What follows belongs to an exercise in optimizing a design on an open flow for a short achievable clock period and few clock cycles; a production flow would make more cautious choices. The RTL was checked by simulation tests, not by an equivalence proof against the original design. Power figures rest on the tool's default switching activity, not on a simulated workload.

## design.v

```verilog
package pr_pkg;
	localparam int word_w = 64;
	localparam int addr_w = 64;
	localparam int prec = 16;
	localparam int fifo_depth = 16;
	localparam logic [1:0] rid_vert = 2'd0;
	localparam logic [1:0] rid_inedge = 2'd1;
	localparam logic [1:0] rid_score = 2'd2;
	localparam logic [31:0] reg_n_vert = 32'h00;
	localparam logic [31:0] reg_n_inedges = 32'h08;
	localparam logic [31:0] reg_vert_base = 32'h10;
	localparam logic [31:0] reg_ie_base = 32'h18;
	localparam logic [31:0] reg_score_a = 32'h20;
	localparam logic [31:0] reg_score_b = 32'h28;
	localparam logic [31:0] reg_n_rounds = 32'h30;
	localparam logic [31:0] reg_start = 32'h38;
	localparam logic [31:0] reg_round = 32'h40;
	localparam logic [31:0] reg_done = 32'h48;
	localparam logic [2:0] acc_idle = 3'd0;
	localparam logic [2:0] acc_init_issue = 3'd1;
	localparam logic [2:0] acc_init_wait = 3'd2;
	localparam logic [2:0] acc_vert = 3'd3;
	localparam logic [2:0] acc_sum = 3'd4;
	localparam logic [2:0] acc_issue = 3'd5;
	typedef struct packed {
		logic [31:0] in_deg;
		logic [31:0] out_deg;
	} vert_rec_t;
	typedef union packed {
		vert_rec_t vert;
		logic [word_w-1:0] raw;
	} mem_word_u;
	typedef struct packed {
		logic is_write;
		logic [31:0] addr;
		logic [63:0] data;
	} sr_req_t;
	typedef struct packed {
		logic [1:0] id;
		logic [addr_w-1:0] addr;
	} mem_ar_t;
	typedef struct packed {
		logic [1:0] id;
		mem_word_u data;
	} mem_r_t;
	typedef struct packed {
		logic [addr_w-1:0] addr;
	} mem_aw_t;
	typedef struct packed {
		logic [63:0] dividend;
		logic [31:0] divisor;
		logic is_init;
	} div_job_t;
	typedef struct packed {
		logic [63:0] quotient;
		logic is_init;
	} div_res_t;
	typedef struct packed {
		logic [31:0] n_vert;
		logic [31:0] n_inedges;
		logic [addr_w-1:0] vert_base;
		logic [addr_w-1:0] ie_base;
		logic [addr_w-1:0] rd_base;
		logic [addr_w-1:0] wr_base;
		logic first;
	} round_cfg_t;
endpackage
module pr_fifo #(
	parameter int width = 64,
	parameter int depth = 16
) (
	input logic clk,
	input logic rst,
	input logic wr_en,
	input logic [width-1:0] wr_data,
	output logic full,
	input logic rd_en,
	output logic [width-1:0] rd_data,
	output logic empty
);
	logic [width-1:0] mem [depth];
	logic [$clog2(depth)-1:0] wr_ptr;
	logic [$clog2(depth)-1:0] rd_ptr;
	logic [$clog2(depth+1)-1:0] count;
	logic do_wr;
	logic do_rd;
	assign do_wr = wr_en && !full;
	assign do_rd = rd_en && !empty;
	assign full = (count == depth);
	assign empty = (count == 0);
	assign rd_data = mem[rd_ptr];
	always_ff @(posedge clk) begin
		if (rst) begin
			wr_ptr <= '0;
			rd_ptr <= '0;
			count <= '0;
		end else begin
			if (do_wr)
				wr_ptr <= (wr_ptr == depth - 1) ? '0 : wr_ptr + 1'b1;
			if (do_rd)
				rd_ptr <= (rd_ptr == depth - 1) ? '0 : rd_ptr + 1'b1;
			if (do_wr && !do_rd)
				count <= count + 1'b1;
			else if (do_rd && !do_wr)
				count <= count - 1'b1;
		end
	end
	always_ff @(posedge clk) begin
		if (do_wr)
			mem[wr_ptr] <= wr_data;
	end
endmodule
module pr_ctrl_regs (
	input logic clk,
	input logic rst,
	input logic sr_valid,
	input pr_pkg::sr_req_t sr_req,
	output logic sr_resp_valid,
	output logic [63:0] sr_resp_data,
	input logic round_done,
	output pr_pkg::round_cfg_t round_cfg,
	output logic round_start
);
	logic [31:0] n_vert;
	logic [31:0] n_inedges;
	logic [63:0] vert_base;
	logic [63:0] ie_base;
	logic [63:0] score_a;
	logic [63:0] score_b;
	logic [31:0] n_rounds;
	logic [31:0] round_cnt;
	logic done;
	logic swap;
	logic start_wr;
	assign start_wr = sr_valid && sr_req.is_write && (sr_req.addr == pr_pkg::reg_start);
	always_ff @(posedge clk) begin
		if (sr_valid && sr_req.is_write) begin
			case (sr_req.addr)
				pr_pkg::reg_n_vert: n_vert <= sr_req.data[31:0];
				pr_pkg::reg_n_inedges: n_inedges <= sr_req.data[31:0];
				pr_pkg::reg_vert_base: vert_base <= sr_req.data;
				pr_pkg::reg_ie_base: ie_base <= sr_req.data;
				pr_pkg::reg_score_a: score_a <= sr_req.data;
				pr_pkg::reg_score_b: score_b <= sr_req.data;
				pr_pkg::reg_n_rounds: n_rounds <= sr_req.data[31:0];
				default: begin
				end
			endcase
		end
	end
	always_ff @(posedge clk) begin
		if (rst) begin
			round_cnt <= '0;
			done <= 1'b0;
			swap <= 1'b0;
			round_start <= 1'b0;
			sr_resp_valid <= 1'b0;
		end else begin
			sr_resp_valid <= sr_valid && !sr_req.is_write;
			round_start <= 1'b0;
			if (start_wr) begin
				round_cnt <= '0;
				swap <= 1'b0;
				done <= (n_rounds == 0);
				round_start <= (n_rounds != 0);
			end else if (round_done) begin
				round_cnt <= round_cnt + 32'd1;
				swap <= ~swap;
				if (round_cnt + 32'd1 < n_rounds)
					round_start <= 1'b1;
				else
					done <= 1'b1;
			end
		end
	end
	always_ff @(posedge clk) begin
		if (sr_valid && !sr_req.is_write) begin
			case (sr_req.addr)
				pr_pkg::reg_n_vert: sr_resp_data <= 64'(n_vert);
				pr_pkg::reg_n_inedges: sr_resp_data <= 64'(n_inedges);
				pr_pkg::reg_vert_base: sr_resp_data <= vert_base;
				pr_pkg::reg_ie_base: sr_resp_data <= ie_base;
				pr_pkg::reg_score_a: sr_resp_data <= score_a;
				pr_pkg::reg_score_b: sr_resp_data <= score_b;
				pr_pkg::reg_n_rounds: sr_resp_data <= 64'(n_rounds);
				pr_pkg::reg_round: sr_resp_data <= 64'(round_cnt);
				pr_pkg::reg_done: sr_resp_data <= 64'(done);
				default: sr_resp_data <= '0;
			endcase
		end
	end
	always_comb begin
		round_cfg.n_vert = n_vert;
		round_cfg.n_inedges = n_inedges;
		round_cfg.vert_base = vert_base;
		round_cfg.ie_base = ie_base;
		round_cfg.rd_base = swap ? score_b : score_a;
		round_cfg.wr_base = swap ? score_a : score_b;
		round_cfg.first = (round_cnt == 0);
	end
endmodule
module pr_fetch (
	input logic clk,
	input logic rst,
	input pr_pkg::round_cfg_t round_cfg,
	input logic round_start,
	output logic ar_valid,
	output pr_pkg::mem_ar_t ar,
	input logic ar_ready,
	input logic r_valid,
	input pr_pkg::mem_r_t r,
	output logic r_ready,
	output logic vert_valid,
	output pr_pkg::vert_rec_t vert,
	input logic vert_ready,
	output logic score_valid,
	output logic [63:0] score,
	input logic score_ready
);
	logic [63:0] vert_q;
	logic [31:0] ie_q;
	logic vert_full;
	logic vert_empty;
	logic ie_full;
	logic ie_empty;
	logic score_full;
	logic score_empty;
	logic [31:0] vert_left;
	logic [31:0] ie_left;
	logic [63:0] vert_addr;
	logic [63:0] ie_addr;
	logic busy;
	logic want_score;
	logic want_ie;
	logic want_vert;
	logic issue;
	always_comb begin
		want_score = !ie_empty && !score_full;
		want_ie = (ie_left != 0) && !ie_full;
		want_vert = (vert_left != 0) && !vert_full;
		issue = !round_start && !ar_valid && !busy && (want_score || want_ie || want_vert);
	end
	assign r_ready = 1'b1;
	assign vert_valid = !vert_empty;
	assign vert = vert_q;
	assign score_valid = !score_empty;
	always_ff @(posedge clk) begin
		if (rst) begin
			ar_valid <= 1'b0;
			busy <= 1'b0;
			vert_left <= '0;
			ie_left <= '0;
		end else begin
			if (round_start) begin
				vert_left <= round_cfg.n_vert;
				ie_left <= round_cfg.first ? '0 : round_cfg.n_inedges;
			end else if (issue) begin
				ar_valid <= 1'b1;
				if (!want_score && want_ie)
					ie_left <= ie_left - 32'd1;
				else if (!want_score && !want_ie)
					vert_left <= vert_left - 32'd1;
			end
			if (ar_valid && ar_ready) begin
				ar_valid <= 1'b0;
				busy <= 1'b1;
			end
			if (r_valid)
				busy <= 1'b0;
		end
	end
	always_ff @(posedge clk) begin
		if (round_start) begin
			vert_addr <= round_cfg.vert_base;
			ie_addr <= round_cfg.ie_base;
		end else if (issue) begin
			if (want_score) begin
				ar.id <= pr_pkg::rid_score;
				ar.addr <= round_cfg.rd_base + 64'({ie_q, 3'b000});
			end else if (want_ie) begin
				ar.id <= pr_pkg::rid_inedge;
				ar.addr <= ie_addr;
				ie_addr <= ie_addr + 64'd8;
			end else begin
				ar.id <= pr_pkg::rid_vert;
				ar.addr <= vert_addr;
				vert_addr <= vert_addr + 64'd8;
			end
		end
	end
	pr_fifo #(
		.width(64),
		.depth(pr_pkg::fifo_depth)
	) i_vert_fifo (
		.clk(clk),
		.rst(rst),
		.wr_en(r_valid && (r.id == pr_pkg::rid_vert)),
		.wr_data(r.data.vert),
		.full(vert_full),
		.rd_en(vert_ready),
		.rd_data(vert_q),
		.empty(vert_empty)
	);
	pr_fifo #(
		.width(32),
		.depth(pr_pkg::fifo_depth)
	) i_ie_fifo (
		.clk(clk),
		.rst(rst),
		.wr_en(r_valid && (r.id == pr_pkg::rid_inedge)),
		.wr_data(r.data.raw[31:0]),
		.full(ie_full),
		.rd_en(issue && want_score),
		.rd_data(ie_q),
		.empty(ie_empty)
	);
	pr_fifo #(
		.width(64),
		.depth(pr_pkg::fifo_depth)
	) i_score_fifo (
		.clk(clk),
		.rst(rst),
		.wr_en(r_valid && (r.id == pr_pkg::rid_score)),
		.wr_data(r.data.raw),
		.full(score_full),
		.rd_en(score_ready),
		.rd_data(score),
		.empty(score_empty)
	);
endmodule
module pr_accum (
	input logic clk,
	input logic rst,
	input pr_pkg::round_cfg_t round_cfg,
	input logic round_start,
	input logic vert_valid,
	input pr_pkg::vert_rec_t vert,
	output logic vert_ready,
	input logic score_valid,
	input logic [63:0] score,
	output logic score_ready,
	output logic job_valid,
	output pr_pkg::div_job_t job,
	input logic job_ready,
	input logic res_valid,
	input pr_pkg::div_res_t res
);
	logic [2:0] state;
	logic [31:0] in_left;
	logic [31:0] out_deg;
	logic [63:0] sum;
	logic [63:0] init_val;
	assign vert_ready = (state == pr_pkg::acc_vert) && vert_valid;
	assign score_ready = (state == pr_pkg::acc_sum) && !round_cfg.first && (in_left != 0)
		&& score_valid;
	always_comb begin
		job_valid = (state == pr_pkg::acc_init_issue) || (state == pr_pkg::acc_issue);
		job.is_init = (state == pr_pkg::acc_init_issue);
		job.dividend = job.is_init ? (64'd1 << pr_pkg::prec) : sum;
		job.divisor = job.is_init ? round_cfg.n_vert : out_deg;
	end
	always_ff @(posedge clk) begin
		if (rst) begin
			state <= pr_pkg::acc_idle;
		end else if (round_start) begin
			state <= round_cfg.first ? pr_pkg::acc_init_issue : pr_pkg::acc_vert;
		end else begin
			case (state)
				pr_pkg::acc_init_issue: if (job_ready) state <= pr_pkg::acc_init_wait;
				pr_pkg::acc_init_wait: if (res_valid && res.is_init) state <= pr_pkg::acc_vert;
				pr_pkg::acc_vert: if (vert_valid) state <= pr_pkg::acc_sum;
				pr_pkg::acc_sum: if (in_left == 0) state <= pr_pkg::acc_issue;
				pr_pkg::acc_issue: if (job_ready) state <= pr_pkg::acc_vert;
				default: state <= pr_pkg::acc_idle;
			endcase
		end
	end
	always_ff @(posedge clk) begin
		if (vert_ready) begin
			in_left <= vert.in_deg;
			out_deg <= vert.out_deg;
			sum <= '0;
		end else if (state == pr_pkg::acc_sum && in_left != 0) begin
			if (round_cfg.first) begin
				sum <= sum + init_val;
				in_left <= in_left - 32'd1;
			end else if (score_valid) begin
				sum <= sum + score;
				in_left <= in_left - 32'd1;
			end
		end
		if (res_valid && res.is_init)
			init_val <= res.quotient;
	end
endmodule
module pr_div (
	input logic clk,
	input logic rst,
	input logic job_valid,
	input pr_pkg::div_job_t job,
	output logic job_ready,
	output logic res_valid,
	output pr_pkg::div_res_t res,
	input logic res_ready
);
	logic busy;
	logic [5:0] cnt;
	logic [63:0] quo;
	logic [31:0] rem;
	logic [31:0] dsr;
	logic zero;
	logic init_q;
	logic [32:0] trial;
	assign trial = {rem, quo[63]} - {1'b0, dsr};
	assign job_ready = !busy && !res_valid;
	assign res.quotient = zero ? '0 : quo;
	assign res.is_init = init_q;
	always_ff @(posedge clk) begin
		if (rst) begin
			busy <= 1'b0;
			res_valid <= 1'b0;
			cnt <= '0;
		end else begin
			if (job_valid && job_ready) begin
				busy <= 1'b1;
				cnt <= '0;
			end else if (busy) begin
				cnt <= cnt + 6'd1;
				if (cnt == 6'(pr_pkg::word_w - 1)) begin
					busy <= 1'b0;
					res_valid <= 1'b1;
				end
			end
			if (res_valid && res_ready)
				res_valid <= 1'b0;
		end
	end
	always_ff @(posedge clk) begin
		if (job_valid && job_ready) begin
			quo <= job.dividend;
			rem <= '0;
			dsr <= job.divisor;
			zero <= (job.divisor == 0);
			init_q <= job.is_init;
		end else if (busy) begin
			if (!trial[32]) begin
				rem <= trial[31:0];
				quo <= {quo[62:0], 1'b1};
			end else begin
				rem <= {rem[30:0], quo[63]};
				quo <= {quo[62:0], 1'b0};
			end
		end
	end
endmodule
module pr_writeback (
	input logic clk,
	input logic rst,
	input pr_pkg::round_cfg_t round_cfg,
	input logic round_start,
	input logic res_valid,
	input pr_pkg::div_res_t res,
	output logic res_ready,
	output logic aw_valid,
	output pr_pkg::mem_aw_t aw,
	input logic aw_ready,
	output logic w_valid,
	output logic [63:0] w_data,
	input logic w_ready,
	input logic b_valid,
	output logic b_ready,
	output logic round_done
);
	logic pend;
	logic [31:0] idx;
	logic take;
	assign res_ready = !pend;
	assign b_ready = 1'b1;
	assign take = res_valid && res_ready && !res.is_init;
	always_ff @(posedge clk) begin
		if (rst) begin
			pend <= 1'b0;
			aw_valid <= 1'b0;
			w_valid <= 1'b0;
			round_done <= 1'b0;
			idx <= '0;
		end else begin
			round_done <= 1'b0;
			if (round_start)
				idx <= '0;
			if (take) begin
				pend <= 1'b1;
				aw_valid <= 1'b1;
				w_valid <= 1'b1;
			end
			if (aw_valid && aw_ready)
				aw_valid <= 1'b0;
			if (w_valid && w_ready)
				w_valid <= 1'b0;
			if (pend && b_valid) begin
				pend <= 1'b0;
				if (idx + 32'd1 == round_cfg.n_vert) begin
					idx <= '0;
					round_done <= 1'b1;
				end else begin
					idx <= idx + 32'd1;
				end
			end
		end
	end
	always_ff @(posedge clk) begin
		if (take) begin
			w_data <= res.quotient;
			aw.addr <= round_cfg.wr_base + 64'({idx, 3'b000});
		end
	end
endmodule
module pagerank_top (
	input logic clk,
	input logic rst,
	input logic sr_valid,
	input logic sr_is_write,
	input logic [31:0] sr_addr,
	input logic [63:0] sr_wdata,
	output logic sr_resp_valid,
	output logic [63:0] sr_resp_data,
	output logic ar_valid,
	output logic [1:0] ar_id,
	output logic [63:0] ar_addr,
	input logic ar_ready,
	input logic r_valid,
	input logic [1:0] r_id,
	input logic [63:0] r_data,
	output logic r_ready,
	output logic aw_valid,
	output logic [63:0] aw_addr,
	input logic aw_ready,
	output logic w_valid,
	output logic [63:0] w_data,
	input logic w_ready,
	input logic b_valid,
	output logic b_ready
);
	pr_pkg::sr_req_t sr_req;
	pr_pkg::mem_ar_t ar;
	pr_pkg::mem_r_t r;
	pr_pkg::mem_aw_t aw;
	assign sr_req.is_write = sr_is_write;
	assign sr_req.addr = sr_addr;
	assign sr_req.data = sr_wdata;
	assign ar_id = ar.id;
	assign ar_addr = ar.addr;
	assign r.id = r_id;
	assign r.data.raw = r_data;
	assign aw_addr = aw.addr;
	pr_pkg::round_cfg_t round_cfg;
	logic round_start;
	logic round_done;
	logic vert_valid;
	pr_pkg::vert_rec_t vert;
	logic vert_ready;
	logic score_valid;
	logic [63:0] score;
	logic score_ready;
	logic job_valid;
	pr_pkg::div_job_t job;
	logic job_ready;
	logic res_valid;
	pr_pkg::div_res_t res;
	logic res_ready;
	pr_ctrl_regs i_ctrl_regs (
		.clk(clk), .rst(rst),
		.sr_valid(sr_valid), .sr_req(sr_req),
		.sr_resp_valid(sr_resp_valid), .sr_resp_data(sr_resp_data),
		.round_done(round_done), .round_cfg(round_cfg), .round_start(round_start)
	);
	pr_fetch i_fetch (
		.clk(clk), .rst(rst),
		.round_cfg(round_cfg), .round_start(round_start),
		.ar_valid(ar_valid), .ar(ar), .ar_ready(ar_ready),
		.r_valid(r_valid), .r(r), .r_ready(r_ready),
		.vert_valid(vert_valid), .vert(vert), .vert_ready(vert_ready),
		.score_valid(score_valid), .score(score), .score_ready(score_ready)
	);
	pr_accum i_accum (
		.clk(clk), .rst(rst),
		.round_cfg(round_cfg), .round_start(round_start),
		.vert_valid(vert_valid), .vert(vert), .vert_ready(vert_ready),
		.score_valid(score_valid), .score(score), .score_ready(score_ready),
		.job_valid(job_valid), .job(job), .job_ready(job_ready),
		.res_valid(res_valid), .res(res)
	);
	pr_div i_div (
		.clk(clk), .rst(rst),
		.job_valid(job_valid), .job(job), .job_ready(job_ready),
		.res_valid(res_valid), .res(res), .res_ready(res_ready)
	);
	pr_writeback i_writeback (
		.clk(clk), .rst(rst),
		.round_cfg(round_cfg), .round_start(round_start),
		.res_valid(res_valid), .res(res), .res_ready(res_ready),
		.aw_valid(aw_valid), .aw(aw), .aw_ready(aw_ready),
		.w_valid(w_valid), .w_data(w_data), .w_ready(w_ready),
		.b_valid(b_valid), .b_ready(b_ready), .round_done(round_done)
	);
endmodule
```

## run.sh

```bash
#!/bin/bash
# synth_recipe.tcl (not shown) runs the flow's synth.tcl, then flattens the netlist and writes it again
# the make line also repeats each setting of config.mk as NAME=value (left out here)
make -C /OpenROAD-flow-scripts/flow DESIGN_CONFIG=/design/flow/config.mk WORK_HOME=/design/flow/orfs CLKGATE_MAP_FILE= SYNTH_SCRIPT=/design/flow/synth_recipe.tcl finish
```

## config.mk

```make
export PLATFORM = sky130hd
export DESIGN_NAME = pagerank_top
export DESIGN_NICKNAME = pagerank_top
export VERILOG_FILES = /design/flow/design.v
export SDC_FILE = /design/flow/constraint.sdc
export NUM_CORES = 4
export LEC_CHECK = 0
export CAP_MARGIN = 20
export CORE_MARGIN = 2
export CORE_UTILIZATION = 40
export SLEW_MARGIN = 20
```

## constraint.sdc

```tcl
create_clock -name core_clock -period 7.5 [get_ports {clk}]
set_input_delay 1.5000 -clock core_clock [delete_from_list [all_inputs] [get_ports {clk}]]
set_output_delay 1.5000 -clock core_clock [all_outputs]
set_load 0.01 [all_outputs]
```

==> results of run 1 <==
==> layer usage <==
metal | vias to the layer above | wire [µm]
met1 | 48622 | 187000
met5 | - | 232
met4 | 36 | 15200
li1 | 40131 | -
met3 | 762 | 31900
met2 | 3710 | 225000
==> layout by cell type (no fill, tap or decap), types with 281 or more instances in the layout <==
| cell type | count |
|---|---|
| sky130_fd_sc_hd__dfxtp_1 | 281 |
| sky130_fd_sc_hd__edfxtp_1 | 3524 |
| sky130_fd_sc_hd__nand2_1 | 946 |
| sky130_fd_sc_hd__clkbuf_16 | 395 |
| sky130_fd_sc_hd__nor2_1 | 407 |
| sky130_fd_sc_hd__mux4_2 | 800 |
| sky130_fd_sc_hd__clkdlybuf4s50_1 | 381 |
| sky130_fd_sc_hd__o21ai_0 | 364 |
| sky130_fd_sc_hd__a21oi_1 | 358 |
==> power breakdown <==
| part | internal [µW] | switching, µW | total (µW) |
|---|---|---|---|
| Combinational | 2770 | 4070 | 6840 |
| Sequential | 24300 | 744 | 25100 |
| Clock | 10500 | 8230 | 18800 |
==> how the worst max path moves through the flow <==
stage,endpoint,slack [ns]
after CTS,i_accum.sum[59]$_SDFFE_PP0P_,1.31
after global routing,i_accum.sum[59]$_SDFFE_PP0P_,0.80
final,i_accum.sum[59]$_SDFFE_PP0P_,1.14
after detailed placement,i_accum.sum[59]$_SDFFE_PP0P_,1.32
after global placement,i_accum.sum[59]$_SDFFE_PP0P_,1.29
after floorplan,i_fetch.i_vert_fifo.mem[3][0]$_DFFE_PP_,0.36
==> state kept, by name, indices dropped and copies added (netlist names), 66 cells and up, named ones only <==
name,flops
i_fetch.i_ie_fifo.mem,512
i_fetch.ar,66
i_fetch.i_vert_fifo.mem,1024
i_fetch.i_score_fifo.mem,1024
==> cell usage after synthesis (all sizes together) (48+ instances only) <==
library cell / number / area share (%)
a211oi: 48 / 0.22
a21o: 73 / 0.34
a21oi: 360 / 1.1
a22o: 65 / 0.35
a22oi: 55 / 0.26
and3: 74 / 0.29
buf: 116 / 0.29
clkbuf: 380 / 0.88
dfxtp: 296 / 3.7
edfxtp: 3524 / 65
ha: 227 / 1.8
inv: 178 / 0.41
mux2: 131 / 0.91
mux2i: 156 / 0.97
mux4: 800 / 11
nand2: 949 / 2.2
nand3: 269 / 0.83
nand4: 88 / 0.34
nor2: 448 / 1.0
nor2b: 107 / 0.41
nor3: 117 / 0.36
nor4: 67 / 0.27
o21ai: 366 / 1.1
xnor2: 268 / 1.5
xor2: 234 / 1.3
==> kinds of logic after synthesis <==
group	synth area share (%)
mux	13.0
other cells	0.00232
simple gates	6.59
flops	69.1
buf+inv	1.59
compound gates	5.11
xor+xnor	2.73
fa+ha+maj	1.84
==> critical path, cell delays in order (launching register included) <==
cell	delay (ns)
sky130_fd_sc_hd__dfxtp_1	0.36
sky130_fd_sc_hd__inv_1	0.09
sky130_fd_sc_hd__ha_1	0.15
sky130_fd_sc_hd__nor4b_1	0.46
sky130_fd_sc_hd__nand4_1	0.41
sky130_fd_sc_hd__nor2_4	0.60
sky130_fd_sc_hd__buf_4	0.36
sky130_fd_sc_hd__buf_4	0.39
sky130_fd_sc_hd__nand2_1	0.09
sky130_fd_sc_hd__nand2_1	0.08
sky130_fd_sc_hd__ha_1	0.31
sky130_fd_sc_hd__a21oi_1	0.20
sky130_fd_sc_hd__nor2_1	0.07
sky130_fd_sc_hd__a211oi_1	0.27
sky130_fd_sc_hd__nand2_1	0.08
sky130_fd_sc_hd__o221a_2	0.24
sky130_fd_sc_hd__a211oi_1	0.91
sky130_fd_sc_hd__o21ai_1	0.39
sky130_fd_sc_hd__a2111oi_0	0.51
sky130_fd_sc_hd__a41o_1	0.14
sky130_fd_sc_hd__o21ai_0	0.08
==> final cells by class <==
| cell class | count | area (µm²) | share of cell area, % |
|---|---|---|---|
| well taps | 5405 | 6760 | 3.65 |
| diodes | 16 | 40.0 | 0.0216 |
| clock buffers | 502 | 10400 | 5.60 |
| inverters | 179 | 683 | 0.369 |
| repair buffers | 648 | 5900 | 3.18 |
| clock inverters | 214 | 1760 | 0.948 |
| multi-input cells | 5431 | 47900 | 25.9 |
| flip-flops and latches | 3820 | 112000 | 60.4 |
==> per-stage QoR <==
step / utilization (%) / std cells / total power [µW] / setup WS (ns)
4_1_cts: 46.0 / 16198 / 51000 / 1.31
6_report: 46.0 / 16215 / 50700 / 1.14
5_1_grt: 46.0 / 16203 / 52400 / 0.801
3_5_place_dp: 43.0 / 15482 / 32400 / 1.32
2_1_floorplan: - / 9926 / 29600 / 0.358
3_3_place_gp: 43.0 / 15478 / 32200 / 1.29
==> results.txt, run 1 <==
GRT
--------------------------------------------------------------------------------
Aggregate global routing overflow                                              0
Vias in the first global route                                             93.0k
Most used routing layer                                                     met2
Fraction of met3 tracks used by global routing                             3.20%
Met2 demand-to-capacity share in global routing                            36.7%
Global-route wire length before repair                                 659000 µm
Antenna violations before repair                                              56
Overall Global Routing Usage                                               22.0%
Met1 Resource Use GR                                                       29.7%
Pin count of the biggest net entering global routing                         167

SYNTH
--------------------------------------------------------------------------------
Number of storage elements in the synthesis netlist                         3820
Number of enable flip-flop cells after synthesis                            3524
Post-Synthesis Cell Area                                              162000 µm²
FFs w/ async S/R, synth                                                       0%
Sequential fraction of the synthesis area                                  69.1%
Most common flop cell mapped by yosys                               sky130_fd_sc_hd__edfxtp_1
Post-Syn Area per Cell                                                  16.3 µm²
Synthesized netlist cell count                                              9925
Cell variety after synth                                                      88
Number of warnings issued by yosys                                             7

FINISH
--------------------------------------------------------------------------------
Share of layout cells above drive strength 1                               17.3%
Cell area after layout                                                185000 µm²
# fillers                                                                  34.4k
Area growth, synth to finish                                               14.6%
Final #Nets                                                                10.9k

FLOORPLANNING
--------------------------------------------------------------------------------
Die X-Extent                                                              640 µm
Die Outline Area                                                      409000 µm²
Die H                                                                     640 µm
Number of ports placed on the die boundary                                   435
Rows                                                                         233
Initial Util                                                               40.2%
Core Box Area                                                         403000 µm²

DETAILED ROUTING
--------------------------------------------------------------------------------
DRC violation total after the first TritonRoute iteration                  10.2k
Post-DR vias/cell                                                           5.75
Total routed wirelength                                                459000 µm
Count of vias placed by the detailed router                                93.3k
Count of unresolved DRC violations after routing                               0
Length of the first detailed-routing pass in iterations                        6
Routed wire per std cell                                                 28.3 µm
Number of antenna-violating nets in the routed design                          0

FLOW RUN
--------------------------------------------------------------------------------
Max Cap Violations                                                             0

STA
--------------------------------------------------------------------------------
Min Hold Slack                                                          0.476 ns
Period utilization                                                         84.8%
Final count of negative-setup-slack endpoints                                  0
Number of pins exceeding their max-slew limit in the final report              0
Max Clk Rate                                                           0.157 GHz
Post-Route Skew                                                         0.105 ns
Setup repair after global routing missed its margin                           no
Summed negative setup slack over all endpoints                              0 ns
Minimum clock period after layout                                        6.36 ns
Worst Tran Pin Value                                                     1.32 ns
Worst slew slack as a fraction of its limit                                11.7%
Final hold violation count                                                     0

POWER AND IR DROP
--------------------------------------------------------------------------------
Leakage                                                                0.0592 µW
Worst ir drop on vdd                                                    0.428 mV
PwrDens                                                               274 nW/µm²

WORST SETUP PATH
--------------------------------------------------------------------------------
WP data required                                                         8.34 ns
Reg-to-reg slack, setup                                                  1.14 ns
Endpoint of the worst register-to-register path                     i_accum.sum[59]$_SDFFE_PP0P_
Depth of the worst register-to-register path                                  20
Kind of critical path                                               register to register
Largest fanout of any net on the critical path                                27
Worst endpoint data arrival time                                         7.20 ns
Crit end category                                                       register
Startpoint of the most critical register-to-register path           i_ctrl_regs.round_cnt[0]$_SDFFE_PP0P_
Start point of the critical path                                    i_ctrl_regs.round_cnt[0]$_SDFFE_PP0P_
Launching element type of the critical path                             register

CTS
--------------------------------------------------------------------------------
Clock Path Buffers                                                             4
Sink count of the clock tree                                                3820
Clock latency on the worst-skew pair                                     0.97 ns
Clock tree root buffer cell                                         sky130_fd_sc_hd__clkbuf_16
Maximum level of the CTS H-tree                                                5
Post-CTS Repair Setup Buffers                                                  0
TritonCTS clock tree                                                        done
Cts bufs inserted                                                            389
Hold bufs inserted after CTS                                                   0
Post-cts resize count                                                          0
Clock-pin slew on the worst setup and hold paths                         0.07 ns

MIN PATH
--------------------------------------------------------------------------------
Class of the most critical hold timing path                         register to register
Worst Hold Path EP                                                  i_accum.sum[49]$_SDFFE_PP0P_
Source of the worst hold timing path                                i_accum.sum[49]$_SDFFE_PP0P_
Number of cells on the worst hold path                                         2

PLACEMENT
--------------------------------------------------------------------------------
Last weighted congestion value of the routability-driven placer            0.934
HPWL after detailed placement                                          293000 µm
Total placed instance area                                            173000 µm²
Count of buffers inserted at the top-level ports                             432

OUTCOME
--------------------------------------------------------------------------------
Status                                                              finished clean

Testbench counts, summed over its fixed seeds: cycles 655,523.
==> run 2, diff against run 1 <==
--- a/design.v
+++ b/design.v
@@ -110,6 +110,45 @@
 			mem[wr_ptr] <= wr_data;
 	end
 endmodule
+module pr_cfifo #(
+	parameter int width = 64,
+	parameter int depth = 16
+) (
+	input logic clk,
+	input logic rst,
+	input logic wr_en,
+	input logic [width-1:0] wr_data,
+	input logic rd_en,
+	output logic [width-1:0] rd_data,
+	output logic empty,
+	output logic [$clog2(depth+1)-1:0] count
+);
+	logic [width-1:0] mem [depth];
+	logic [$clog2(depth)-1:0] wr_ptr;
+	logic [$clog2(depth)-1:0] rd_ptr;
+	assign empty = (count == 0);
+	assign rd_data = mem[rd_ptr];
+	always_ff @(posedge clk) begin
+		if (rst) begin
+			wr_ptr <= '0;
+			rd_ptr <= '0;
+			count <= '0;
+		end else begin
+			if (wr_en)
+				wr_ptr <= wr_ptr + 1'b1;
+			if (rd_en)
+				rd_ptr <= rd_ptr + 1'b1;
+			if (wr_en && !rd_en)
+				count <= count + 1'b1;
+			else if (rd_en && !wr_en)
+				count <= count - 1'b1;
+		end
+	end
+	always_ff @(posedge clk) begin
+		if (wr_en)
+			mem[wr_ptr] <= wr_data;
+	end
+endmodule
 module pr_ctrl_regs (
 	input logic clk,
 	input logic rst,
@@ -217,28 +256,39 @@
 	output logic [63:0] score,
 	input logic score_ready
 );
+	localparam int depth = pr_pkg::fifo_depth;
 	logic [63:0] vert_q;
 	logic [31:0] ie_q;
-	logic vert_full;
 	logic vert_empty;
-	logic ie_full;
 	logic ie_empty;
-	logic score_full;
 	logic score_empty;
+	logic [4:0] vert_cnt;
+	logic [4:0] ie_cnt;
+	logic [4:0] score_cnt;
+	logic [4:0] out_v;
+	logic [4:0] out_i;
+	logic [4:0] out_s;
 	logic [31:0] vert_left;
 	logic [31:0] ie_left;
 	logic [63:0] vert_addr;
 	logic [63:0] ie_addr;
-	logic busy;
+	logic adv;
 	logic want_score;
 	logic want_ie;
 	logic want_vert;
 	logic issue;
+	logic rv_v;
+	logic rv_i;
+	logic rv_s;
 	always_comb begin
-		want_score = !ie_empty && !score_full;
-		want_ie = (ie_left != 0) && !ie_full;
-		want_vert = (vert_left != 0) && !vert_full;
-		issue = !round_start && !ar_valid && !busy && (want_score || want_ie || want_vert);
+		adv = !ar_valid || ar_ready;
+		want_score = !ie_empty && (6'(score_cnt) + 6'(out_s) < 6'(depth));
+		want_ie = (ie_left != 0) && (6'(ie_cnt) + 6'(out_i) < 6'(depth));
+		want_vert = (vert_left != 0) && (6'(vert_cnt) + 6'(out_v) < 6'(depth));
+		issue = !round_start && adv && (want_score || want_ie || want_vert);
+		rv_v = r_valid && (r.id == pr_pkg::rid_vert);
+		rv_i = r_valid && (r.id == pr_pkg::rid_inedge);
+		rv_s = r_valid && (r.id == pr_pkg::rid_score);
 	end
 	assign r_ready = 1'b1;
 	assign vert_valid = !vert_empty;
@@ -247,26 +297,28 @@
 	always_ff @(posedge clk) begin
 		if (rst) begin
 			ar_valid <= 1'b0;
-			busy <= 1'b0;
 			vert_left <= '0;
 			ie_left <= '0;
+			out_v <= '0;
+			out_i <= '0;
+			out_s <= '0;
 		end else begin
 			if (round_start) begin
 				vert_left <= round_cfg.n_vert;
 				ie_left <= round_cfg.first ? '0 : round_cfg.n_inedges;
 			end else if (issue) begin
-				ar_valid <= 1'b1;
 				if (!want_score && want_ie)
 					ie_left <= ie_left - 32'd1;
 				else if (!want_score && !want_ie)
 					vert_left <= vert_left - 32'd1;
 			end
-			if (ar_valid && ar_ready) begin
+			if (issue)
+				ar_valid <= 1'b1;
+			else if (adv)
 				ar_valid <= 1'b0;
-				busy <= 1'b1;
-			end
-			if (r_valid)
-				busy <= 1'b0;
+			out_v <= out_v + 5'(issue && !want_score && !want_ie) - 5'(rv_v);
+			out_i <= out_i + 5'(issue && !want_score && want_ie) - 5'(rv_i);
+			out_s <= out_s + 5'(issue && want_score) - 5'(rv_s);
 		end
 	end
 	always_ff @(posedge clk) begin
@@ -288,44 +340,44 @@
 			end
 		end
 	end
-	pr_fifo #(
+	pr_cfifo #(
 		.width(64),
-		.depth(pr_pkg::fifo_depth)
+		.depth(depth)
 	) i_vert_fifo (
 		.clk(clk),
 		.rst(rst),
-		.wr_en(r_valid && (r.id == pr_pkg::rid_vert)),
+		.wr_en(rv_v),
 		.wr_data(r.data.vert),
-		.full(vert_full),
 		.rd_en(vert_ready),
 		.rd_data(vert_q),
-		.empty(vert_empty)
+		.empty(vert_empty),
+		.count(vert_cnt)
 	);
-	pr_fifo #(
+	pr_cfifo #(
 		.width(32),
-		.depth(pr_pkg::fifo_depth)
+		.depth(depth)
 	) i_ie_fifo (
 		.clk(clk),
 		.rst(rst),
-		.wr_en(r_valid && (r.id == pr_pkg::rid_inedge)),
+		.wr_en(rv_i),
 		.wr_data(r.data.raw[31:0]),
-		.full(ie_full),
 		.rd_en(issue && want_score),
 		.rd_data(ie_q),
-		.empty(ie_empty)
+		.empty(ie_empty),
+		.count(ie_cnt)
 	);
-	pr_fifo #(
+	pr_cfifo #(
 		.width(64),
-		.depth(pr_pkg::fifo_depth)
+		.depth(depth)
 	) i_score_fifo (
 		.clk(clk),
 		.rst(rst),
-		.wr_en(r_valid && (r.id == pr_pkg::rid_score)),
+		.wr_en(rv_s),
 		.wr_data(r.data.raw),
-		.full(score_full),
 		.rd_en(score_ready),
 		.rd_data(score),
-		.empty(score_empty)
+		.empty(score_empty),
+		.count(score_cnt)
 	);
 endmodule
 module pr_accum (
@@ -404,29 +456,69 @@
 	input logic res_ready
 );
 	logic busy;
-	logic [5:0] cnt;
+	logic norm;
+	logic [6:0] cnt;
 	logic [63:0] quo;
 	logic [31:0] rem;
 	logic [31:0] dsr;
 	logic zero;
 	logic init_q;
 	logic [32:0] trial;
+	logic [63:0] nx;
+	logic [6:0] lz;
 	assign trial = {rem, quo[63]} - {1'b0, dsr};
-	assign job_ready = !busy && !res_valid;
+	assign job_ready = !busy && !norm && !res_valid;
 	assign res.quotient = zero ? '0 : quo;
 	assign res.is_init = init_q;
+	always_comb begin
+		nx = quo;
+		lz = '0;
+		if (nx[63:32] == '0) begin
+			nx = nx << 32;
+			lz = lz + 7'd32;
+		end
+		if (nx[63:48] == '0) begin
+			nx = nx << 16;
+			lz = lz + 7'd16;
+		end
+		if (nx[63:56] == '0) begin
+			nx = nx << 8;
+			lz = lz + 7'd8;
+		end
+		if (nx[63:60] == '0) begin
+			nx = nx << 4;
+			lz = lz + 7'd4;
+		end
+		if (nx[63:62] == '0) begin
+			nx = nx << 2;
+			lz = lz + 7'd2;
+		end
+		if (nx[63:63] == '0) begin
+			nx = nx << 1;
+			lz = lz + 7'd1;
+		end
+		if (nx[63] == 1'b0)
+			lz = 7'd64;
+	end
 	always_ff @(posedge clk) begin
 		if (rst) begin
 			busy <= 1'b0;
+			norm <= 1'b0;
 			res_valid <= 1'b0;
 			cnt <= '0;
 		end else begin
 			if (job_valid && job_ready) begin
-				busy <= 1'b1;
-				cnt <= '0;
+				norm <= 1'b1;
+			end else if (norm) begin
+				norm <= 1'b0;
+				cnt <= 7'd64 - lz;
+				if (lz == 7'd64)
+					res_valid <= 1'b1;
+				else
+					busy <= 1'b1;
 			end else if (busy) begin
-				cnt <= cnt + 6'd1;
-				if (cnt == 6'(pr_pkg::word_w - 1)) begin
+				cnt <= cnt - 7'd1;
+				if (cnt == 7'd1) begin
 					busy <= 1'b0;
 					res_valid <= 1'b1;
 				end
@@ -442,6 +534,8 @@
 			dsr <= job.divisor;
 			zero <= (job.divisor == 0);
 			init_q <= job.is_init;
+		end else if (norm) begin
+			quo <= nx;
 		end else if (busy) begin
 			if (!trial[32]) begin
 				rem <= trial[31:0];
@@ -471,39 +565,40 @@
 	output logic b_ready,
 	output logic round_done
 );
-	logic pend;
 	logic [31:0] idx;
+	logic [31:0] resp;
 	logic take;
-	assign res_ready = !pend;
+	assign res_ready = !aw_valid && !w_valid;
 	assign b_ready = 1'b1;
 	assign take = res_valid && res_ready && !res.is_init;
 	always_ff @(posedge clk) begin
 		if (rst) begin
-			pend <= 1'b0;
 			aw_valid <= 1'b0;
 			w_valid <= 1'b0;
 			round_done <= 1'b0;
 			idx <= '0;
+			resp <= '0;
 		end else begin
 			round_done <= 1'b0;
-			if (round_start)
+			if (round_start) begin
 				idx <= '0;
+				resp <= '0;
+			end
 			if (take) begin
-				pend <= 1'b1;
 				aw_valid <= 1'b1;
 				w_valid <= 1'b1;
+				idx <= idx + 32'd1;
 			end
 			if (aw_valid && aw_ready)
 				aw_valid <= 1'b0;
 			if (w_valid && w_ready)
 				w_valid <= 1'b0;
-			if (pend && b_valid) begin
-				pend <= 1'b0;
-				if (idx + 32'd1 == round_cfg.n_vert) begin
-					idx <= '0;
+			if (b_valid) begin
+				if (resp + 32'd1 == round_cfg.n_vert) begin
+					resp <= '0;
 					round_done <= 1'b1;
 				end else begin
-					idx <= idx + 32'd1;
+					resp <= resp + 32'd1;
 				end
 			end
 		end
@@ -590,10 +685,35 @@
 		.job_valid(job_valid), .job(job), .job_ready(job_ready),
 		.res_valid(res_valid), .res(res)
 	);
-	pr_div i_div (
+	logic in_sel;
+	logic out_sel;
+	logic [1:0] d_job_ready;
+	logic [1:0] d_res_valid;
+	pr_pkg::div_res_t d_res0;
+	pr_pkg::div_res_t d_res1;
+	assign job_ready = d_job_ready[in_sel];
+	assign res_valid = d_res_valid[out_sel];
+	assign res = out_sel ? d_res1 : d_res0;
+	always_ff @(posedge clk) begin
+		if (rst) begin
+			in_sel <= 1'b0;
+			out_sel <= 1'b0;
+		end else begin
+			if (job_valid && job_ready)
+				in_sel <= ~in_sel;
+			if (res_valid && res_ready)
+				out_sel <= ~out_sel;
+		end
+	end
+	pr_div i_div0 (
+		.clk(clk), .rst(rst),
+		.job_valid(job_valid && !in_sel), .job(job), .job_ready(d_job_ready[0]),
+		.res_valid(d_res_valid[0]), .res(d_res0), .res_ready(res_ready && !out_sel)
+	);
+	pr_div i_div1 (
 		.clk(clk), .rst(rst),
-		.job_valid(job_valid), .job(job), .job_ready(job_ready),
-		.res_valid(res_valid), .res(res), .res_ready(res_ready)
+		.job_valid(job_valid && in_sel), .job(job), .job_ready(d_job_ready[1]),
+		.res_valid(d_res_valid[1]), .res(d_res1), .res_ready(res_ready && out_sel)
 	);
 	pr_writeback i_writeback (
 		.clk(clk), .rst(rst),
--- a/config.mk
+++ b/config.mk
@@ -8,4 +8,6 @@
 export CAP_MARGIN = 20
 export CORE_MARGIN = 2
 export CORE_UTILIZATION = 40
+export SETUP_SLACK_MARGIN = 3.0
 export SLEW_MARGIN = 20
+export TNS_END_PERCENT = 30
==> run 2 against run 1 <==
Effect of this change: largest power group unchanged; non-clock buffer count is 348 higher; power is 14% higher; wire length is 22% higher; synthesized cell count is 21% higher; critical endpoint is now i_accum.sum[62]$_SDFFE_PP0P_; core utilization is 1.2 points higher; setup slack better by 1.4 ns; via count is 22% higher; first-iteration DRC count is 46% higher; register-to-register slack better by 1.4 ns; global-route usage is 2.0 points higher.
==> results.txt, run 2 <==
OUTCOME
-------------------------------------------------------------------------------------
Status                                                                   finished clean   unchanged

WORST SETUP PATH
-------------------------------------------------------------------------------------
Largest fanout of any net on the critical path                                      5   was 27
Crit end category                                                            register   unchanged
WP data required                                                              8.38 ns   was 8.34 ns
Worst endpoint data arrival time                                              5.89 ns   was 7.20 ns
Kind of critical path                                                    register to register   unchanged
Launching element type of the critical path                                  register   unchanged

SYNTH
-------------------------------------------------------------------------------------
Post-synth top cells                                                     sky130_fd_sc_hd__edfxtp_1 (3622), sky130_fd_sc_hd__nand2_1 (957), sky130_fd_sc_hd__mux4_2 (812)   was sky130_fd_sc_hd__edfxtp_1 (3524), sky130_fd_sc_hd__nand2_1 (948), sky130_fd_sc_hd__mux4_2 (800)
Number of warnings issued by yosys                                                  8   was 7
Synthesized netlist cell count                                                  12.0k   was 9925
Post-Syn Area per Cell                                                       14.9 µm²   was 16.3 µm²
Number of storage elements in the synthesis netlist                              4009   was 3820
Sequential fraction of the synthesis area                                       64.9%   was 69.1%
Largest cells by area after synthesis                                    sky130_fd_sc_hd__edfxtp_1 (61%), sky130_fd_sc_hd__mux4_2 (10%), sky130_fd_sc_hd__dfxtp_1 (4.3%)   was sky130_fd_sc_hd__edfxtp_1 (65%), sky130_fd_sc_hd__mux4_2 (11%), sky130_fd_sc_hd__dfxtp_1 (3.7%)
Cell variety after synth                                                           99   was 88
Most common flop cell mapped by yosys                                    sky130_fd_sc_hd__edfxtp_1   unchanged
Proportion of netlist area held by the largest area contributor                 60.6%   was 65.4%
Number of enable flip-flop cells after synthesis                                 3622   was 3524
Cell taking the most area after synthesis                                sky130_fd_sc_hd__edfxtp_1   unchanged
Post-Synthesis Cell Area                                                   180000 µm²   was 162000 µm²
FFs w/ async S/R, synth                                                            0%   unchanged
Most repeated cell in the gate-level netlist after synthesis             sky130_fd_sc_hd__edfxtp_1   unchanged

POWER AND IR DROP
-------------------------------------------------------------------------------------
Leakage                                                                     0.0695 µW   was 0.0592 µW
Worst ir drop on vdd                                                         0.343 mV   was 0.428 mV
PwrDens                                                                    272 nW/µm²   was 274 nW/µm²

STA
-------------------------------------------------------------------------------------
Final hold violation count                                                          0   unchanged
Minimum clock period after layout                                             5.00 ns   was 6.36 ns
Min Hold Slack                                                               0.469 ns   was 0.476 ns
Final count of negative-setup-slack endpoints                                       0   unchanged
Setup repair after global routing missed its margin                               yes   was no
Number of pins exceeding their max-slew limit in the final report                   0   unchanged
Worst slew slack as a fraction of its limit                                     22.6%   was 11.7%
Post-Route Skew                                                              0.131 ns   was 0.105 ns
Worst setup margin                                                            2.50 ns   was 1.14 ns
Summed negative setup slack over all endpoints                                   0 ns   unchanged
Max Clk Rate                                                                0.200 GHz   was 0.157 GHz
Worst Tran Pin Value                                                          1.15 ns   was 1.32 ns
Period utilization                                                              66.7%   was 84.8%

CTS
-------------------------------------------------------------------------------------
Hold bufs inserted after CTS                                                        0   unchanged
Clock latency on the worst-skew pair                                          1.02 ns   was 0.97 ns
Clock Path Buffers                                                                  4   unchanged
Sink count of the clock tree                                                     4009   was 3820
Cts bufs inserted                                                                 416   was 389
TritonCTS clock tree                                                             done   unchanged
Clock tree root buffer cell                                              sky130_fd_sc_hd__clkbuf_16   unchanged
Maximum level of the CTS H-tree                                                     5   unchanged
Clock-pin slew on the worst setup and hold paths                              0.06 ns   was 0.07 ns

DETAILED ROUTING
-------------------------------------------------------------------------------------
Total routed wirelength                                                     560000 µm   was 459000 µm
DRC violation total after the first TritonRoute iteration                       15.0k   was 10.2k
Length of the first detailed-routing pass in iterations                            10   was 6
Count of unresolved DRC violations after routing                                    0   unchanged
Routed wire per std cell                                                      29.3 µm   was 28.3 µm
Number of antenna-violating nets in the routed design                               0   unchanged
Post-DR vias/cell                                                                5.95   was 5.75
Count of vias placed by the detailed router                                      114k   was 93.3k

PLACEMENT
-------------------------------------------------------------------------------------
Setup Slack @ Placement                                                       1.66 ns   was 1.32 ns
Count of buffers inserted at the top-level ports                                  432   unchanged
HPWL after detailed placement                                               359000 µm   was 293000 µm
Number of cells in the design after placement                                   18.0k   was 15.5k
Last weighted congestion value of the routability-driven placer                 0.965   was 0.934

GRT
-------------------------------------------------------------------------------------
Global-route wire length before repair                                      797000 µm   was 659000 µm
Pin count of the biggest net entering global routing                              191   was 167
Overall Global Routing Usage                                                    24.0%   was 22.0%
Aggregate global routing overflow                                                   0   unchanged
Antenna violations before repair                                                   86   was 56
Vias in the first global route                                                   109k   was 93.0k

FLOORPLANNING
-------------------------------------------------------------------------------------
Die X-Extent                                                                   674 µm   was 640 µm
Number of ports placed on the die boundary                                        435   unchanged
Die Outline Area                                                           454000 µm²   was 409000 µm²
Rows                                                                              246   was 233
Die H                                                                          674 µm   was 640 µm
Initial Util                                                                    40.1%   was 40.2%
Core Box Area                                                              448000 µm²   was 403000 µm²

FINISH
-------------------------------------------------------------------------------------
# fillers                                                                       38.4k   was 34.4k
Area growth, synth to finish                                                    17.8%   was 14.6%
Largest registers ranked by flip-flop count                              i_fetch.i_score_fifo.mem: 1024 flops, i_fetch.i_vert_fifo.mem: 1024 flops, i_fetch.i_ie_fifo.mem: 512 flops   unchanged
Leading cell types in the layout, fill and taps excluded                 sky130_fd_sc_hd__edfxtp_1 (3622), sky130_fd_sc_hd__nand2_1 (935), sky130_fd_sc_hd__mux4_2 (812)   was sky130_fd_sc_hd__edfxtp_1 (3524), sky130_fd_sc_hd__nand2_1 (946), sky130_fd_sc_hd__mux4_2 (800)
Final Instance Count excl. Fillers                                              19.1k   was 16.2k
Sequential cell area in the final layout                                   117000 µm²   was 112000 µm²
Share of layout cells above drive strength 1                                    20.5%   was 17.3%
Most frequent standard cell in the layout excluding fill and tap cells   sky130_fd_sc_hd__edfxtp_1   unchanged
Multi-input logic area                                                      62400 µm²   was 47900 µm²
Final #Nets                                                                     13.3k   was 10.9k

MIN PATH
-------------------------------------------------------------------------------------
Class of the most critical hold timing path                              register to register   unchanged

FLOW RUN
-------------------------------------------------------------------------------------
Max Cap Violations                                                                  0   unchanged

## run 2: final timing paths
check | start | endpoint | slack, ns | cells past startpoint
setup / recovery | register | i_accum.sum[62]$_SDFFE_PP0P_ | 2.50 | 18
hold / removal | i_fetch.ie_left[27]$_SDFFE_PP0P_ | i_fetch.ie_left[27]$_SDFFE_PP0P_ | 0.47 | 2
setup reg to reg | register | i_accum.sum[62]$_SDFFE_PP0P_ | 2.50 | 18
hold reg to reg | i_fetch.ie_left[27]$_SDFFE_PP0P_ | i_fetch.ie_left[27]$_SDFFE_PP0P_ | 0.47 | 2
## run 2: metrics by stage
stage / cell area, µm² / utilization (%) / power [µW]
after floorplan: 181000 / - / 32900
after global placement: 193000 / 43.0 / 36100
after detailed placement: 193000 / 43.0 / 36200
after CTS: 210000 / 47.0 / 57600
after global routing: 212000 / 47.2 / 59700
final: 212000 / 47.2 / 57600
## run 2: repair_timing
| action | in CTS | in global routing |
|---|---|---|
| pin swaps | 111 | 66 |
| endpoints found under the hold margin | 0 | 0 |
| buffers inserted | 179 | 63 |
| resized for setup | 347 | 108 |
| gates cloned | 29 | 2 |
| endpoints found under the setup margin | 495 | 557 |
## run 2: power by group
group,internal [µW],switching [µW]
clock network,12100,8970
registers,25800,1070
logic,4060,5640
## run 2: layout make-up
cell class                      count  share of cell area [%]
Timing Repair Buffer              996                    4.87
Sequential cell                  4009                    55.1
Inverter                          270                   0.494
Tap cell                         5952                    3.52
Clock inverter                    242                    1.24
Multi-Input combinational cell   7090                    29.5
Clock buffer                      532                    5.28
Antenna cell                       20                  0.0237
## run 2: cell families after synthesis
| group | after synthesis | synth area share (%) |
|---|---|---|
| other cells | 1 | 0.00209 |
| compound gates | 2142 | 7.84 |
| mux | 1362 | 13.4 |
| flops | 4009 | 64.9 |
| simple gates | 2721 | 7.00 |
| fa+ha+maj | 302 | 2.15 |
| buf+inv | 951 | 2.05 |
| xor+xnor | 555 | 2.71 |
## run 2: worst max-delay path: stages (launching register included)
cell                        delay (ns)
sky130_fd_sc_hd__dfxtp_4          0.36
sky130_fd_sc_hd__buf_12           0.15
sky130_fd_sc_hd__buf_16           0.13
sky130_fd_sc_hd__mux4_2           0.49
sky130_fd_sc_hd__mux4_2           0.52
sky130_fd_sc_hd__mux2_4           0.30
sky130_fd_sc_hd__ha_4             0.17
sky130_fd_sc_hd__fa_2             0.37
sky130_fd_sc_hd__a211oi_4         0.28
sky130_fd_sc_hd__o21ai_2          0.11
sky130_fd_sc_hd__a2111oi_4        0.44
sky130_fd_sc_hd__o31ai_4          0.18
sky130_fd_sc_hd__o21ai_2          0.24
sky130_fd_sc_hd__o21ba_4          0.17
sky130_fd_sc_hd__o211ai_1         0.09
sky130_fd_sc_hd__buf_4            0.17
sky130_fd_sc_hd__a311oi_4         0.30
sky130_fd_sc_hd__o311ai_2         0.13
sky130_fd_sc_hd__o311a_1          0.30
## run 2: per-layer routing
metal	vias up	track usage, %	routed length, µm
li1	48870	-	-
met1	58366	34.3	234000
met2	5395	37.3	256000
met3	1017	4.68	50700
met4	18	7.01	19000
met5	-	0	121
Testbench counts of run 2, summed over its fixed seeds: cycles 123,055.

[afterwards: timing with drivers on the ports]
In the flow no input, the clock included, has a driving cell. The finished layouts below were timed again as built, in two steps. Step 1 assumes that a clkbuf_16 drives the clock port and a buf_2 every other input. Step 2, shift: input delay + t, output delay - t, t = (earliest + latest rising clock arrival at the registers) / 2. This alone moves slack from input paths to output paths. Three values: ideal, step 1, step 2; two values: the first two.
run | t (ns) | slack for setup (ns) | slew at the worst register clock pin (ns) | worst slew at a driven data input, ns | cell pins on the clock port's net
run 1 | 1.042 | 1.136 / 1.136 / 1.136 | 0.07 / 0.07 | 0.22 | 1
run 2 | 1.080 | 2.495 / 2.495 / 1.908 | 0.07 / 0.07 | 0.18 | 1
After both steps every run listed still meets setup and hold. The setup slack of run 2, which loses most, moves by 0.000 ns with the drivers and by -0.587 ns with both steps.
